This design comes from an exercise in tuning for small area on the open sky130 flow, not from production work.
Only simulation tests tie the RTL to the original design; equivalence was not proved.
Power and IR drop assume default switching activity.

Setup of before:
==> flow/design.v <==
`timescale 1ns / 1ps
package lstg_pkg;
  localparam logic [63:0] BASE_RESET = 64'h0000_0000_B490_0000;
  localparam logic [15:0] LFSR_SEED  = 16'hACE1;
endpackage
`timescale 1ns / 1ps
`timescale 1ns / 1ps
`timescale 1ns / 1ps
`timescale 1ns / 1ps
module load_store_traffic_generator (
  input  logic        clk,
  input  logic        rst_n,
  input  logic        in_tvalid,
  output logic        in_tready,
  input  logic [7:0]  in_tdata,
  output logic        out_tvalid,
  input  logic        out_tready,
  output logic [71:0] out_tdata,
  input  logic        cfg_valid,
  output logic        cfg_ready,
  input  logic [2:0]  cfg_index,
  input  logic [63:0] cfg_data
);
  localparam logic [1:0] PH_IDLE = 2'd0, PH_RUN = 2'd1, PH_WAIT = 2'd2, PH_DONE = 2'd3;
  localparam logic [3:0] S_IDLE  = 4'd0;
  localparam logic [3:0] S_START = 4'd1;
  localparam logic [3:0] S_R1    = 4'd2;    
  localparam logic [3:0] S_R2    = 4'd3;    
  localparam logic [3:0] S_I1    = 4'd4;    
  localparam logic [3:0] S_I2    = 4'd5;    
  localparam logic [3:0] S_I3    = 4'd6;    
  localparam logic [3:0] S_I4    = 4'd7;    
  localparam logic [3:0] S_P     = 4'd9;     
  localparam logic [3:0] S_H0    = 4'd10;    
  localparam logic [3:0] S_H1    = 4'd11;    
  localparam logic [3:0] S_F0    = 4'd12;    
  localparam logic [3:0] S_F1    = 4'd13;
  localparam logic [3:0] S_F3    = 4'd15;
  logic [63:0] base_r;
  logic [2:0]  mode_r;
  logic [12:0] n_r;         
  logic        loads_r;
  logic [12:0] line_r;
  logic [12:0] n_wr;
  assign cfg_ready = 1'b1;
  always_comb begin
    if (cfg_data[12:0] == 13'd0)                 n_wr = 13'd1;
    else if (cfg_data[12] && |cfg_data[11:0])    n_wr = 13'd4096;
    else                                         n_wr = cfg_data[12:0];
  end
  logic [2:0]  mode_n;
  logic        loads_n;
  logic        base_dflt, line_dflt, n_dflt;
  logic        rst_p, we_base, we_n, we_line;
  assign rst_p   = !rst_n;
  assign we_base = cfg_valid && (cfg_index == 3'd0);
  assign we_n    = cfg_valid && (cfg_index == 3'd2);
  assign we_line = cfg_valid && (cfg_index == 3'd4);
  always_ff @(posedge clk) begin
    if (we_base) base_r <= cfg_data;
    if (we_n)    n_r    <= n_wr;
    if (we_line) line_r <= cfg_data[12:0];
    base_dflt <= rst_p || (base_dflt && !we_base);
    line_dflt <= rst_p || (line_dflt && !we_line);
    n_dflt    <= rst_p || (n_dflt && !we_n);
    if (rst_p || (cfg_valid && cfg_index == 3'd1)) mode_n  <= rst_n ? ~cfg_data[2:0]  : ~3'd2;
    if (rst_p || (cfg_valid && cfg_index == 3'd3)) loads_n <= rst_n ? ~cfg_data[0]    : 1'b0;
  end
  assign mode_r  = ~mode_n;
  assign loads_r = ~loads_n;
  logic m_next, m_seq, m_rand, m_wtr;
  assign m_next = (mode_r == 3'd1);
  assign m_seq  = (mode_r == 3'd2);
  assign m_rand = (mode_r == 3'd3);
  assign m_wtr  = (mode_r == 3'd4);
  logic [3:0]  ph;
  logic [3:0]  st, st_nxt;
  logic [1:0]  phase, phase_nxt;
  logic        held, held_nxt;
  logic        f, f_nxt;          
  assign held = iss[0];
  assign f    = wrc[0];
  logic        out_valid;
  logic        r_req, r_req_n, r_bad, r_rd, r_rd_nxt;
  logic        accept, acc_req, acc_bad;
  logic [15:0] iss, rcv, wrc;     
  logic [15:0] lfsr;              
  logic        lfsr_dflt, fbq;
  logic [63:0] addr_n;            
  logic [3:0]  j;                 
  logic        xj;                
  logic        c, lt, nd, ca, dly;
  logic [1:0] cmd;
  logic       port_acc, resp_wr;
  assign cmd      = in_tdata[1:0];
  assign port_acc = in_tdata[2];
  assign resp_wr  = in_tdata[3];
  logic lap_end, in_f, in_h, in_lo;
  assign lap_end = (ph == 4'd15);
  assign in_f    = (st[3:2] == 2'b11);
  assign in_h    = (st == S_H0) || (st == S_H1);
  assign in_lo   = in_f || in_h;
  logic n_bit, tot_bit;
  logic [15:0] n_ext;
  assign n_ext   = {3'b000, n_r};
  assign n_bit   = n_dflt ? (ph == 4'd4) : n_ext[ph];    
  assign tot_bit = m_wtr ? nd : n_bit;    
  logic a, b, cin, s, cx, cy, cmp_s, use_tot;
  always_comb begin
    case (st)
      S_R1, S_I3: a = wrc[0];
      S_R2:       a = rcv[0];
      default:    a = iss[0];
    endcase
  end
  assign b     = (st == S_P || in_h) ? ~n_bit : 1'b0;    
  assign cin   = (ph == 4'd0) ? 1'b1 : c;
  assign s     = a ^ b ^ cin;
  assign cmp_s   = (st == S_R1) || (st == S_R2) || (st == S_I4);
  assign use_tot = (st == S_R2) || (st == S_I1);
  assign cx    = cmp_s ? s : a;
  assign cy    = use_tot ? tot_bit : n_bit;
  logic [15:0] seed, seed_nx;
  logic        l_tap, l_nx;
  assign seed    = lstg_pkg::LFSR_SEED;
  assign seed_nx = {seed[0], seed[15:1]};
  assign l_tap   = lfsr_dflt ? seed[ph]    : lfsr[0];    
  assign l_nx    = lfsr_dflt ? seed_nx[ph] : lfsr[1];    
  logic idx_bit, take;
  always_comb begin
    if (m_next)      idx_bit = (ph == 4'd0);
    else if (m_seq)  idx_bit = iss[0];
    else if (m_wtr)  idx_bit = r_rd ? s : iss[0];
    else if (m_rand) idx_bit = l_tap;
    else             idx_bit = 1'b0;
  end
  assign take = (st == S_P || st == S_H1) && (ph == j);
  logic [15:0] line_ext;
  logic lbit, bb, op1, op2, sum, a0;
  assign line_ext = {3'b000, line_r};
  assign lbit = (st == S_H0) && (line_dflt ? (ph == 4'd6) : line_ext[ph]);    
  logic [63:0] base_rst;
  assign base_rst = lstg_pkg::BASE_RESET;
  assign bb   = base_dflt ? base_rst[{st[1:0], ph}] : base_r[{st[1:0], ph}];
  assign a0   = ~addr_n[0];
  logic first;
  assign first = (st == S_H0) ? (j == 4'd12) : (j == 4'd11);
  assign op1  = in_h ? (dly && !first && !(st == S_H0 && ph == 4'd0)) : (a0 && !st[1]);
  assign op2  = in_h ? (xj && lbit) : bb;
  assign sum  = op1 ^ op2 ^ ca;
  always_comb begin
    st_nxt    = st;
    phase_nxt = phase;
    held_nxt  = held;
    f_nxt     = f;
    r_rd_nxt  = r_rd;
    accept    = 1'b0;
    acc_req   = 1'b0;
    acc_bad   = 1'b0;
    if (lap_end) begin
      case (st)
        S_IDLE: begin
          if (in_tvalid && !out_valid) begin
            case (cmd)
              2'd0: begin
                if (phase == PH_IDLE || phase == PH_DONE) st_nxt = S_START;
                else accept = 1'b1;
              end
              2'd1: begin
                if (phase == PH_RUN) st_nxt = S_I1;
                else accept = 1'b1;
              end
              2'd2: begin
                if (phase == PH_IDLE) begin
                  accept  = 1'b1;
                  acc_bad = 1'b1;
                end else if (phase == PH_DONE) begin
                  accept = 1'b1;
                end else begin
                  st_nxt = S_R1;
                end
              end
              default: accept = 1'b1;
            endcase
          end
        end
        S_START: begin
          phase_nxt = PH_RUN;
          held_nxt  = 1'b0;
          accept    = 1'b1;
          st_nxt    = S_IDLE;
        end
        S_R1: begin
          f_nxt  = !lt;    
          st_nxt = S_R2;
        end
        S_R2: begin
          if (!lt) begin
            phase_nxt = PH_DONE;
            held_nxt  = 1'b0;
          end else if (phase == PH_WAIT && resp_wr && f) begin
            phase_nxt = PH_RUN;
          end
          accept = 1'b1;
          st_nxt = S_IDLE;
        end
        S_I1: begin
          if (lt) begin
            st_nxt = S_I2;
          end else begin
            accept = 1'b1;
            st_nxt = S_IDLE;
          end
        end
        S_I2: begin
          r_rd_nxt = m_wtr ? !lt : loads_r;
          st_nxt   = held ? S_I3 : S_P;
        end
        S_I3: begin
          f_nxt  = lt;
          st_nxt = S_I4;
        end
        S_I4: begin
          if (port_acc && m_wtr && !r_rd && !lt && f) phase_nxt = PH_WAIT;
          held_nxt = !port_acc;
          accept   = 1'b1;
          acc_req  = 1'b1;
          st_nxt   = S_IDLE;
        end
        S_P:     st_nxt = S_H0;
        S_H0:    st_nxt = S_H1;
        S_H1:    st_nxt = (j == 4'd15) ? S_F0 : S_H0;
        S_F3:    st_nxt = S_I3;
        default: st_nxt = in_f ? st + 4'd1 : S_IDLE;
      endcase
    end
  end
  assign in_tready = accept;
  logic clr, we_iss, we_rcv, we_wrc;
  assign clr    = (st == S_START);
  assign we_iss = (st == S_I4) && port_acc;
  assign we_rcv = (st == S_R2);
  assign we_wrc = (st == S_R1) && resp_wr;
  logic l_step;
  assign l_step = m_rand && (st == S_F0);
  always_ff @(posedge clk) begin
    iss <= {lap_end ? held_nxt : clr ? 1'b0 : (we_iss ? s : iss[0]), iss[15:1]};
    rcv <= {clr ? 1'b0 : (we_rcv ? s : rcv[0]), rcv[15:1]};
    wrc <= {lap_end ? f_nxt : clr ? 1'b0 : (we_wrc ? s : wrc[0]), wrc[15:1]};
    c   <= (a & b) | (a & cin) | (b & cin);
    lt  <= (cx != cy) ? cy : ((ph == 4'd0) ? 1'b0 : lt);
    nd  <= n_bit;
    ca  <= in_lo & ((op1 & op2) | (op1 & ca) | (op2 & ca));
    dly <= a0;
    if (in_f) addr_n[63:32] <= {~sum, addr_n[63:33]};
    if (in_lo) addr_n[31:0] <= {in_f ? addr_n[32] : ~sum, addr_n[31:1]};
    if (take) xj <= idx_bit;
    lfsr <= {l_step ? (lap_end ? fbq : l_nx) : lfsr[0], lfsr[15:1]};
    fbq  <= (ph == 4'd0) ? l_tap : (fbq ^ (l_tap && (ph == 4'd2 || ph == 4'd3 || ph == 4'd5)));
    if (st == S_I2) j <= 4'd12;
    else if (st == S_H0 && lap_end) j <= j - 4'd1;
    r_rd <= r_rd_nxt;
    if (accept) begin
      r_req_n <= !acc_req;
      r_bad <= acc_bad;
    end
  end
  always_ff @(posedge clk) begin
    if (!rst_n) begin
      ph        <= 4'd0;
      st        <= S_IDLE;
      phase     <= PH_IDLE;
      out_valid <= 1'b0;
      lfsr_dflt <= 1'b1;
    end else begin
      ph        <= ph + 4'd1;
      st        <= st_nxt;
      phase     <= phase_nxt;
      out_valid <= accept ? 1'b1 : (out_tready ? 1'b0 : out_valid);
      if (l_step && lap_end) lfsr_dflt <= 1'b0;
    end
  end
  logic fin;
  assign r_req      = !r_req_n;
  assign fin        = (phase == PH_DONE);
  assign out_tvalid = out_valid;
  assign out_tdata  = {r_bad, fin, fin, fin, 2'b00, r_rd & r_req, ~(addr_n | {64{r_req_n}}), r_req};
endmodule
Settings: LEC_CHECK=0, CAP_MARGIN=20, CORE_MARGIN=2, CORE_UTILIZATION=70, PLACE_DENSITY=0.8, SLEW_MARGIN=20; clock period 10.0 ns.
standard.sh (not shown) runs the stock make flow with config.mk's settings and CLKGATE_MAP_FILE= SYNTH_SCRIPT=/design/flow/synth_recipe.tcl, a recipe that flattens the netlist after the stock synthesis.
==> flow/flow/run.sh <==
#!/bin/bash
# Standard layout, with the port buffers made of the smallest buffer cell and a lean clock tree.
set -euo pipefail
export BUFFER_PORTS_ARGS="-buffer_cell sky130_fd_sc_hd__buf_1"
export CTS_ARGS="-sink_clustering_enable -repair_clock_nets -buf_list sky130_fd_sc_hd__clkbuf_8 -sink_clustering_size 16 -sink_clustering_max_diameter 60 -dont_use_dummy_load"
bash standard.sh > standard_flow.log 2>&1
Setup changes, before to after
-- flow/design.v --
<<< before, line 79
  logic        held, held_nxt;
  logic        f, f_nxt;          
  assign held = iss[0];
  assign f    = wrc[0];
  logic        out_valid;
  logic        r_req, r_req_n, r_bad, r_rd, r_rd_nxt;
>>> after, line 79
  logic        held, held_nxt;
  logic        f, f_nxt;          
  logic        out_valid;
  logic        r_req, r_req_n, r_bad, r_rd, r_rd_nxt;
<<< before, line 178
                  accept = 1'b1;
                end else begin
                  st_nxt = S_R1;
                end
              end
>>> after, line 176
                  accept = 1'b1;
                end else begin
                  st_nxt = resp_wr ? S_R1 : S_R2;
                end
              end
<<< before, line 192
        end
        S_R1: begin
          f_nxt  = !lt;    
          st_nxt = S_R2;
        end
>>> after, line 190
        end
        S_R1: begin
          f_nxt  = !lt;
          st_nxt = S_R2;
        end
<<< before, line 218
        end
        S_I3: begin
          f_nxt  = lt;
          st_nxt = S_I4;
        end
        S_I4: begin
          if (port_acc && m_wtr && !r_rd && !lt && f) phase_nxt = PH_WAIT;
          held_nxt = !port_acc;
          accept   = 1'b1;
          acc_req  = 1'b1;
>>> after, line 216
        end
        S_I3: begin
          f_nxt = lt;
          if (port_acc) begin
            st_nxt = S_I4;
          end else begin
            held_nxt = 1'b1;
            accept   = 1'b1;
            acc_req  = 1'b1;
            st_nxt   = S_IDLE;
          end
        end
        S_I4: begin
          if (m_wtr && !r_rd && !lt && f) phase_nxt = PH_WAIT;
          held_nxt = 1'b0;
          accept   = 1'b1;
          acc_req  = 1'b1;
<<< before, line 239
  logic clr, we_iss, we_rcv, we_wrc;
  assign clr    = (st == S_START);
  assign we_iss = (st == S_I4) && port_acc;
  assign we_rcv = (st == S_R2);
  assign we_wrc = (st == S_R1) && resp_wr;
  logic l_step;
  assign l_step = m_rand && (st == S_F0);
  always_ff @(posedge clk) begin
    iss <= {lap_end ? held_nxt : clr ? 1'b0 : (we_iss ? s : iss[0]), iss[15:1]};
    rcv <= {clr ? 1'b0 : (we_rcv ? s : rcv[0]), rcv[15:1]};
    wrc <= {lap_end ? f_nxt : clr ? 1'b0 : (we_wrc ? s : wrc[0]), wrc[15:1]};
    c   <= (a & b) | (a & cin) | (b & cin);
    lt  <= (cx != cy) ? cy : ((ph == 4'd0) ? 1'b0 : lt);
>>> after, line 244
  logic clr, we_iss, we_rcv, we_wrc;
  assign clr    = (st == S_START);
  assign we_iss = (st == S_I4);
  assign we_rcv = (st == S_R2);
  assign we_wrc = (st == S_R1);
  logic l_step;
  assign l_step = m_rand && (st == S_F0);
  always_ff @(posedge clk) begin
    iss <= {clr ? 1'b0 : (we_iss ? s : iss[0]), iss[15:1]};
    rcv <= {clr ? 1'b0 : (we_rcv ? s : rcv[0]), rcv[15:1]};
    wrc <= {clr ? 1'b0 : (we_wrc ? s : wrc[0]), wrc[15:1]};
    c   <= (a & b) | (a & cin) | (b & cin);
    lt  <= (cx != cy) ? cy : ((ph == 4'd0) ? 1'b0 : lt);
<<< before, line 261
    else if (st == S_H0 && lap_end) j <= j - 4'd1;
    r_rd <= r_rd_nxt;
    if (accept) begin
      r_req_n <= !acc_req;
>>> after, line 266
    else if (st == S_H0 && lap_end) j <= j - 4'd1;
    r_rd <= r_rd_nxt;
    f    <= f_nxt;
    if (accept) begin
      r_req_n <= !acc_req;
<<< before, line 271
      st        <= S_IDLE;
      phase     <= PH_IDLE;
      out_valid <= 1'b0;
      lfsr_dflt <= 1'b1;
>>> after, line 277
      st        <= S_IDLE;
      phase     <= PH_IDLE;
      held      <= 1'b0;
      out_valid <= 1'b0;
      lfsr_dflt <= 1'b1;
<<< before, line 277
      st        <= st_nxt;
      phase     <= phase_nxt;
      out_valid <= accept ? 1'b1 : (out_tready ? 1'b0 : out_valid);
      if (l_step && lap_end) lfsr_dflt <= 1'b0;
>>> after, line 284
      st        <= st_nxt;
      phase     <= phase_nxt;
      held      <= held_nxt;
      out_valid <= accept ? 1'b1 : (out_tready ? 1'b0 : out_valid);
      if (l_step && lap_end) lfsr_dflt <= 1'b0;
Notes after the runs:
In after, the net switching power came out 0.0000017 W below the value in before.
Setup slack for after: 330 ps up relative to before
Peak clock frequency supported by timing for after is higher than for before.
after against before; final instance area is up slightly.
Overall routed net length in after is 780 um lower than in before

[afterwards: timing with drivers on the ports]
In the flow no input, the clock included, has a driving cell. The finished layouts below were timed again as built, in two steps.
Step 1 assumes that a clkbuf_16 drives the clock port and a buf_2 every other input.
Step 2 moves the port delays by t, midway between the first and last clock arrival at a register: inputs arrive t later, outputs are due t later. That takes back most of the time a late clock gives input paths.
a / b / c = ideal ports / drivers / drivers and shift; a / b = the first two.
| run | t, ns | setup WS [ns] | cell pins on the clock port's net |
|---|---|---|---|
| before | 0.531 | 4.550 / 4.514 / 4.514 | 1 |
| after | 0.531 | 4.876 / 4.844 / 4.844 | 1 |
After both steps every run listed still meets setup and hold. The setup slack of before, which loses most, moves by -0.036 ns with the drivers and by -0.036 ns with both steps.
